What follows belongs to an exercise in optimizing a design on an open flow for small area; a production flow would make more cautious choices.
Function was checked by simulation only, so behaviour that the tests miss may differ from the original.
No activity file was given, so power comes from the tool's default toggle rates.

== build 8 ==
==> flow/design.v <==
module rf_aoi222 (
  input  logic a1, b1, a2, b2, a3, b3,
  output logic y_n
);
  assign y_n = !((a1 && b1) || (a2 && b2) || (a3 && b3));
endmodule
module rf_aoi22 (
  input  logic a1, b1, a2, b2,
  output logic y_n
);
  assign y_n = !((a1 && b1) || (a2 && b2));
endmodule
module rf_rd_bit (
  input  logic [31:0] sel,
  input  logic [31:0] d,
  output logic        y
);
  logic [10:0] p_n;
  for (genvar g = 0; g < 10; g++) begin : g_aoi
    rf_aoi222 u_aoi (
      .a1(sel[3*g]),   .b1(d[3*g]),
      .a2(sel[3*g+1]), .b2(d[3*g+1]),
      .a3(sel[3*g+2]), .b3(d[3*g+2]),
      .y_n(p_n[g]));
  end
  rf_aoi22 u_aoi_last (.a1(sel[30]), .b1(d[30]), .a2(sel[31]), .b2(d[31]), .y_n(p_n[10]));
  assign y = !(&p_n);
endmodule
module rf_rd_dec (
  input  logic [4:0]  rd_addr,
  input  logic [4:0]  wr_addr,
  input  logic        wr_act,
  input  logic [31:1] wact,
  output logic [31:0] sel
);
  always_comb begin
    sel[0] = wr_act && (wr_addr == rd_addr) && (rd_addr != '0);
    for (int i = 1; i < 32; i++) begin
      sel[i] = (rd_addr == 5'(i)) && !wact[i];
    end
  end
endmodule
module reg_file_2r1w #(
  parameter int N      = 32,
  parameter int ADDR_W = 5
) (
  input  logic              clk,
  input  logic              rst,
  input  logic [ADDR_W-1:0] rd_addr0,
  input  logic [ADDR_W-1:0] rd_addr1,
  output logic [N-1:0]      rd_data0,
  output logic [N-1:0]      rd_data1,
  input  logic              wr_ena,
  input  logic [ADDR_W-1:0] wr_addr,
  input  logic [N-1:0]      wr_data
);
  localparam int NREG = 2 ** ADDR_W;
  logic [N-1:0]    regs_q [1:NREG-1];
  logic [NREG-1:1] wr_en;
  logic [N-1:0]    wr_val;
  logic            wr_act;
  logic [NREG-1:1] wact;
  logic [NREG-1:0] sel0;
  logic [NREG-1:0] sel1;
  always_comb begin
    wr_act = wr_ena && !rst;
    wr_val = rst ? '0 : wr_data;
    for (int i = 1; i < NREG; i++) begin
      wr_en[i] = rst || (wr_ena && (wr_addr == ADDR_W'(i)));
      wact[i]  = wr_act && (wr_addr == ADDR_W'(i));
    end
  end
  always_ff @(posedge clk) begin
    for (int i = 1; i < NREG; i++) begin
      if (wr_en[i]) regs_q[i] <= wr_val;
    end
  end
  rf_rd_dec u_dec0 (.rd_addr(rd_addr0), .wr_addr(wr_addr), .wr_act(wr_act), .wact(wact), .sel(sel0));
  rf_rd_dec u_dec1 (.rd_addr(rd_addr1), .wr_addr(wr_addr), .wr_act(wr_act), .wact(wact), .sel(sel1));
  for (genvar b = 0; b < N; b++) begin : g_bit
    logic [NREG-1:0] col;
    always_comb begin
      col[0] = wr_data[b];
      for (int i = 1; i < NREG; i++) col[i] = regs_q[i][b];
    end
    rf_rd_bit u_rd0 (.sel(sel0), .d(col), .y(rd_data0[b]));
    rf_rd_bit u_rd1 (.sel(sel1), .d(col), .y(rd_data1[b]));
  end
endmodule
==> flow/config.mk <==
export PLATFORM = sky130hd
export DESIGN_NAME = reg_file_2r1w
export DESIGN_NICKNAME = reg_file_2r1w
export VERILOG_FILES = /design/flow/design.v
export SDC_FILE = /design/flow/constraint.sdc
export NUM_CORES = 4
export LEC_CHECK = 0
export CAP_MARGIN = 20
export CORE_MARGIN = 2
export CORE_UTILIZATION = 55
export CTS_BUF_LIST = sky130_fd_sc_hd__clkbuf_4 sky130_fd_sc_hd__clkbuf_8
export PLACE_DENSITY = 0.65
export SETUP_SLACK_MARGIN = 0.3
export SLEW_MARGIN = 20
export SYNTH_HIERARCHICAL = 1
==> flow/constraint.sdc <==
create_clock -name core_clock -period 6.0 [get_ports {clk}]
set_input_delay 1.2000 -clock core_clock [delete_from_list [all_inputs] [get_ports {clk}]]
set_output_delay 1.2000 -clock core_clock [all_outputs]
set_load 0.01 [all_outputs]
standard.sh (not shown) runs the stock make flow with config.mk's settings and CLKGATE_MAP_FILE= SYNTH_SCRIPT=/design/flow/synth_recipe.tcl, a recipe that flattens the netlist after the stock synthesis.
==> flow/flow/run.sh <==
#!/bin/bash
# Own layout flow: the standard ORFS flow (standard.sh, unchanged synthesis) with
#  * port buffers of the smallest plain buffer instead of the default delay-cell buffers;
#  * clock tree synthesis without dummy loads and with somewhat larger sink clusters;
#  * power recovery after global routing, which downsizes gates off the critical paths.
# Each tool's full output is kept in ORFS's own logs under orfs/logs; make's output goes to
# flow_make.log here.
set -euo pipefail
export BUFFER_PORTS_ARGS="-buffer_cell sky130_fd_sc_hd__buf_1"
export CTS_ARGS="-sink_clustering_enable -repair_clock_nets -dont_use_dummy_load -sink_clustering_size 16 -sink_clustering_max_diameter 45 -buf_list {sky130_fd_sc_hd__clkbuf_4 sky130_fd_sc_hd__clkbuf_8}"
export RECOVER_POWER=100
bash standard.sh finish > flow_make.log 2>&1
To summarise build 8: no stage aborted, but the layout did not pass its checks, failing on capacitance limit, slew limit.
Inputs modified between build 8 and build 15:
- a change of CTS_BUF_LIST from sky130_fd_sc_hd__clkbuf_4 sky130_fd_sc_hd__clkbuf_8 to sky130_fd_sc_hd__clkbuf_4
==> flow/flow/run.sh <==
#!/bin/bash
# Own layout flow: the standard ORFS flow (standard.sh, unchanged synthesis) with
#  * port buffers of the smallest plain buffer instead of the default delay-cell buffers;
#  * clock tree synthesis without dummy loads, built from small clock buffers.
# Each tool's full output is kept in ORFS's own logs under orfs/logs; make's output goes to
# flow_make.log here.
set -euo pipefail
export BUFFER_PORTS_ARGS="-buffer_cell sky130_fd_sc_hd__buf_1"
export CTS_ARGS="-sink_clustering_enable -repair_clock_nets -dont_use_dummy_load -sink_clustering_size 10 -sink_clustering_max_diameter 35 -buf_list {sky130_fd_sc_hd__clkbuf_4}"
bash standard.sh finish > flow_make.log 2>&1
Build 15 has completed all stages; timing, DRC and antenna checks passed. Build 15 vs build 8, hold slack went down by 250 ps. Looking at pin slew with the least headroom to its limit, build 15 sits 2430 ps lower than build 8 does. In build 15 the final critical-path share of the clock period turned out 1.7 points lower than in build 8. Clock group share of total power: build 15 < build 8. Build 8 has a lower share of cells above drive strength 1 than build 15. When the final numbers for build 15 and build 8 were put side by side, the worst endpoint data arrival time turned out to be smaller in build 15. Build 15: core utilization is 0.28 points higher than what build 8 reported. Build 15 against build 8: via count up 402, sequential share of layout area down 0.30 points. On detailed-routed wire length on met2, build 15 and build 8 are neck and neck. Compared to build 8, build 15 has max-slew headroom at the worst pin 160 points higher.
Setup changes, build 15 to build 47
- a change of CTS_BUF_LIST from sky130_fd_sc_hd__clkbuf_4 to sky130_fd_sc_hd__clkbuf_4 sky130_fd_sc_hd__clkbuf_8
==> flow/flow/run.sh <==
#!/bin/bash
# Own layout flow: the standard ORFS flow (standard.sh, unchanged synthesis) with
#  * port buffers of the smallest plain buffer instead of the default delay-cell buffers;
#  * clock tree synthesis without dummy loads and with somewhat larger sink clusters.
# Each tool's full output is kept in ORFS's own logs under orfs/logs; make's output goes to
# flow_make.log here.
set -euo pipefail
export BUFFER_PORTS_ARGS="-buffer_cell sky130_fd_sc_hd__buf_1"
export CTS_ARGS="-sink_clustering_enable -repair_clock_nets -dont_use_dummy_load -sink_clustering_size 16 -sink_clustering_max_diameter 45 -buf_list {sky130_fd_sc_hd__clkbuf_4 sky130_fd_sc_hd__clkbuf_8}"
bash standard.sh finish > flow_make.log 2>&1
--- outcome ---
- Changes observed in build 47 relative to build 15: cell area power density increased 8.9 nW/um^2, cell count along the critical path essentially unchanged, final net count decreased 40, final design area excluding fillers increased about 0.8%, final cycle utilization of the critical path decreased 0.76 points.
- Build 47: done, clean on timing, DRC and antenna
- Clock network fraction of total power for build 47: 2.7 points up relative to build 15
- Of build 47 and build 15, the run reporting the higher fmax was build 47.
- Note that the layout clock buffer count recorded for build 47 amounts to 0.73 times the value seen in build 15.
- Comparing build 47 and build 15, maximum vdd ir drop is lower on build 15.

-- afterwards: timing with drivers on the ports --
In the flow no input, the clock included, has a driving cell. The finished layouts below were timed again as built, in two steps.
Step 1 assumes that a clkbuf_16 drives the clock port and a buf_2 every other input.
Step 2, shift: input delay + t, output delay - t, t = (earliest + latest rising clock arrival at the registers) / 2. This alone moves slack from input paths to output paths.
Slacks: ideal ports / drivers / drivers and shift; pairs: ideal ports / drivers.
| run | shift t [ns] | setup WS [ns] | worst setup path after step 2 | clock arrival spread, ns | pins driven straight from the clock port |
|---|---|---|---|---|---|
| build 8 | 0.783 | 0.139 / 0.111 / 0.111 | input to register | 0.144 / 0.145 | 1 |
| build 15 | 1.037 | 0.241 / 0.215 / 0.215 | input to output | 0.153 / 0.152 | 1 |
| build 47 | 0.778 | 0.286 / 0.261 / 0.261 | input to output | 0.141 / 0.141 | 1 |
For build 8, which loses most, drivers alone change the setup slack by -0.028 ns; drivers and shift together by -0.028 ns.
